This is an optimization exercise on Yosys and OpenROAD, whose aim is small area, a short achievable clock period and few clock cycles per item, not a production implementation. Only simulation tests tie the RTL to the original design; equivalence was not proved.

== job 7814 ==
## sha256_byte_stream_hasher_top
module sha256_byte_stream_hasher_top (
  input  logic        clk_i,
  input  logic        rst_ni,
  input  logic        s_axis_tvalid,
  output logic        s_axis_tready,
  input  logic [7:0]  s_axis_tdata,    
  input  logic        s_axis_tuser,    
  output logic        m_axis_tvalid,
  input  logic        m_axis_tready,
  output logic [31:0] m_axis_tdata,    
  output logic [2:0]  m_axis_tuser,    
  output logic        m_axis_tlast     
);
export LEC_CHECK = 0
export ABC_CLOCK_PERIOD_IN_PS = 4000
export CAP_MARGIN = 20
export CORE_MARGIN = 2
export CORE_UTILIZATION = 50
export SETUP_SLACK_MARGIN = 5
export SLEW_MARGIN = 20
create_clock -name core_clock -period 12.0 [get_ports {clk_i}]
standard.sh (not shown) runs the stock make flow with config.mk's settings and CLKGATE_MAP_FILE= SYNTH_SCRIPT=/design/flow/synth_recipe.tcl, a recipe that flattens the netlist after the stock synthesis.
==> flow/flow/run.sh <==
#!/bin/bash
set -euo pipefail
MARGIN=$(cat flow/margin.txt)
sed "s/SETUP_SLACK_MARGIN=[0-9.]*/SETUP_SLACK_MARGIN=${MARGIN}/" standard.sh > standard_margin.sh
bash standard_margin.sh > standard.log 2>&1
==> flow/flow/margin.txt <==
8
Testbench counts of job 7814, summed over its fixed seeds: cycles 72,300, bytes 62,794.
Input-level comparison between job 4428 and job 7814:
- ABC_CLOCK_PERIOD_IN_PS removed (was 4000)
- TNS_END_PERCENT newly set to 0
==> flow/flow/margin.txt <==
8.5
[summary]
- Job 4428 reports its beginning of the critical path as u_core.hfirst_q$_DFFE_PP_ while job 7814 reports u_core.run_q$_DFFE_PN0P_.
- The lower clock tree skew after final layout came out of job 7814.
- Final critical-path setup slack (lower): job 4428
- Going from job 7814 to job 4428, maximum number of pins on one net before global-route repair has decreased; smallest hold slack now smaller; routed wire length now sits lower.
- On met2 wire length, job 4428 and job 7814 are basically level.
### job 4428 -> job 2854
- setting ABC_CLOCK_PERIOD_IN_PS to 4000 for the first time
- removing TNS_END_PERCENT (formerly 0)
==> flow/run.sh (new file) <==
#!/bin/bash
# synth_recipe.tcl (not shown) runs the flow's synth.tcl, then flattens the netlist and writes it again
# the make line also repeats each setting of config.mk as NAME=value (left out here)
make -C /OpenROAD-flow-scripts/flow DESIGN_CONFIG=/design/flow/config.mk WORK_HOME=/design/flow/orfs CLKGATE_MAP_FILE= SYNTH_SCRIPT=/design/flow/synth_recipe.tcl finish
removed: flow/flow/run.sh
removed: flow/flow/margin.txt
removed: flow/standard.sh
Relative to job 4428, the final instance area measured on job 2854 has decreased by a few percent.
Between job 2854 and job 4428, the area overhead of the layout relative to synthesis is higher for job 4428.
Job 4428 ended up with sky130_fd_sc_hd__nor3_1 as its critical path's slowest cell; job 2854 ended up with sky130_fd_sc_hd__dfrtp_4.

---

== 03-11 ==
sha256_byte_stream_hasher_top, a different RTL version from the one above (not shown whole).
Size: ~1,800 flip-flops, ~51 I/O pins.
Settings: LEC_CHECK=0, CAP_MARGIN=20, CORE_MARGIN=2, CORE_UTILIZATION=60, SETUP_SLACK_MARGIN=5, SLEW_MARGIN=20, TNS_END_PERCENT=0; clock period 12.0 ns.
==> flow/flow/run.sh <==
#!/bin/bash
set -euo pipefail
MARGIN=$(cat flow/margin.txt)
sed "s/SETUP_SLACK_MARGIN=[0-9.]*/SETUP_SLACK_MARGIN=${MARGIN}/" standard.sh > standard_margin.sh
bash standard_margin.sh > standard.log 2>&1
==> flow/flow/margin.txt <==
8.5
Testbench counts of 03-11, summed over its fixed seeds: cycles 72,292, bytes 62,794.
diff inputs: 03-11 => 05-25
- an added CTS_CLUSTER_DIAMETER of 90
- an added CTS_CLUSTER_SIZE of 22
- an added PLACE_DENSITY of 0.72
- a change of CORE_UTILIZATION from 60 to 50
==> run notes <==
Per the comparison of 05-25 with 03-11, setup slack on the worst flop-to-flop path now larger, global-route usage now smaller. | clock distribution area overhead in the final layout | 05-25 vs 03-11 | 2.7 points lower |. STATUS final area: 05-25 wins against 03-11.

---

sha256_byte_stream_hasher_top again, from the RTL that the note above started with.
==> flow/config.mk <==
export PLATFORM = sky130hd
export DESIGN_NAME = sha256_byte_stream_hasher_top
export DESIGN_NICKNAME = sha256_byte_stream_hasher_top
export VERILOG_FILES = /design/flow/design.v
export SDC_FILE = /design/flow/constraint.sdc
export NUM_CORES = 4
export LEC_CHECK = 0
export CAP_MARGIN = 20
export CORE_MARGIN = 2
export CORE_UTILIZATION = 50
export CTS_BUF_LIST = sky130_fd_sc_hd__clkbuf_8
export SETUP_SLACK_MARGIN = 5
export SLEW_MARGIN = 20
export TNS_END_PERCENT = 0
==> flow/constraint.sdc <==
create_clock -name core_clock -period 12.0 [get_ports {clk_i}]
set_input_delay 2.4000 -clock core_clock [delete_from_list [all_inputs] [get_ports {clk_i}]]
set_output_delay 2.4000 -clock core_clock [all_outputs]
set_load 0.01 [all_outputs]
Scripts as last shown in full above: flow/flow/run.sh, flow/flow/margin.txt
Testbench counts at the start, summed over its fixed seeds: cycles 72,292, bytes 62,794.
Next try:
--- a/flow/config.mk
+++ b/flow/config.mk
@@ -9,5 +9,7 @@
 export CORE_MARGIN = 2
 export CORE_UTILIZATION = 50
-export CTS_BUF_LIST = sky130_fd_sc_hd__clkbuf_8
+export CTS_BUF_LIST = sky130_fd_sc_hd__clkbuf_16 sky130_fd_sc_hd__clkbuf_8
+export CTS_CLUSTER_DIAMETER = 90
+export CTS_CLUSTER_SIZE = 22
 export SETUP_SLACK_MARGIN = 5
 export SLEW_MARGIN = 20
=>
- count of clock-buffer cells in the layout fell by 262
- routed wire length fell by 1.9%
- utilization fell by 1.4 points
Next try:
--- a/flow/config.mk
+++ b/flow/config.mk
@@ -9,5 +9,4 @@
 export CORE_MARGIN = 2
 export CORE_UTILIZATION = 50
-export CTS_BUF_LIST = sky130_fd_sc_hd__clkbuf_16 sky130_fd_sc_hd__clkbuf_8
 export CTS_CLUSTER_DIAMETER = 90
 export CTS_CLUSTER_SIZE = 22
=> Die area stays the same. Clock-buffer cell count goes up by 41. Cell count does not change. Sequential share of layout area does not change. Wire length stays flat. Hold slack hardly moves. Flip-flop and latch count is unchanged. Design area stays the same. Synthesized area does not change. Via count barely changes.
Next try:
--- a/flow/config.mk
+++ b/flow/config.mk
@@ -9,6 +9,5 @@
 export CORE_MARGIN = 2
 export CORE_UTILIZATION = 50
-export CTS_CLUSTER_DIAMETER = 90
-export CTS_CLUSTER_SIZE = 22
+export PLACE_DENSITY = 0.72
 export SETUP_SLACK_MARGIN = 5
 export SLEW_MARGIN = 20
Count of clock-buffer cells in the layout rose by 99.
Setup slack improved by 58 ps.
Non-clock buffer count fell by 6.
Design area rose by 2.8%.
Flip-flop and latch count is unchanged.
Die area stays the same.
Sequential share of layout area fell by 1.2 points.
Wire length fell by 3.0%.
Next try:
==> flow/flow/margin.txt (replaced) <==
9.5
--- a/flow/config.mk
+++ b/flow/config.mk
@@ -9,5 +9,6 @@
 export CORE_MARGIN = 2
 export CORE_UTILIZATION = 50
-export PLACE_DENSITY = 0.72
+export CTS_CLUSTER_DIAMETER = 90
+export CTS_CLUSTER_SIZE = 22
 export SETUP_SLACK_MARGIN = 5
 export SLEW_MARGIN = 20
Outcome:
- The new run produced a clean layout
- area after synthesis does not change
- wire length is higher by 3.1%
- global-route usage is higher by 1.4 points
- non-clock buffer count is higher by 6
- first-iteration DRC count is lower by 17%
- flip-flop and latch count does not change
- clock-buffer cell count is lower by 99
Next try:
==> flow/flow/margin.txt (replaced) <==
8.5
--- a/flow/config.mk
+++ b/flow/config.mk
@@ -9,6 +9,4 @@
 export CORE_MARGIN = 2
 export CORE_UTILIZATION = 50
-export CTS_CLUSTER_DIAMETER = 90
-export CTS_CLUSTER_SIZE = 22
 export SETUP_SLACK_MARGIN = 5
 export SLEW_MARGIN = 20
The changed run ran to the end with no violations; sequential share of layout area went down by 1.3 points; register-to-register slack hardly moves; first-iteration DRC count went up by a few percent; routed wire length went up slightly; worst setup slack gets worse by 13 ps; cell count went up slightly.

==> port drivers added, routing unchanged <==
How much do the figures lean on ideal ports? The routed layouts below were timed once more, with nothing changed but the port constraints.
Step 1, drivers: a clkbuf_16 drives clk_i and a buf_2 each remaining input, both assumed.
Step 2, shift: input delay + t, output delay - t, t = (earliest + latest rising clock arrival at the registers) / 2. This alone moves slack from input paths to output paths.
a / b / c = ideal / step 1 / step 2; a / b = the first two.
run	t, ns	setup WS [ns]	worst setup path after step 2	worst slew at a driven data input, ns
job 7814	0.935	7.129 / 7.129 / 7.129	register to register	0.03
job 4428	0.933	7.051 / 7.051 / 7.051	register to register	0.07
job 2854	0.934	5.437 / 5.437 / 5.437	register to register	0.04
03-11	0.896	6.766 / 6.766 / 6.299	input to register	0.07
05-25	0.888	6.898 / 6.898 / 6.357	input to register	0.07
the first run of note 3	1.106	6.909 / 6.909 / 6.604	input to register	0.06
the second run of note 3	0.881	6.910 / 6.910 / 6.624	input to register	0.06
the third run of note 3	0.877	6.912 / 6.912 / 6.645	input to register	0.07
the fourth run of note 3	0.936	6.970 / 6.970 / 6.258	input to register	0.06
the fifth run of note 3	0.877	6.912 / 6.912 / 6.645	input to register	0.07
the sixth run of note 3	0.931	6.899 / 6.899 / 6.617	input to register	0.06
After both steps setup and hold are still met in every run listed. The setup slack of the fourth run of note 3, which loses most, moves by 0.000 ns with the drivers and by -0.712 ns with both steps.
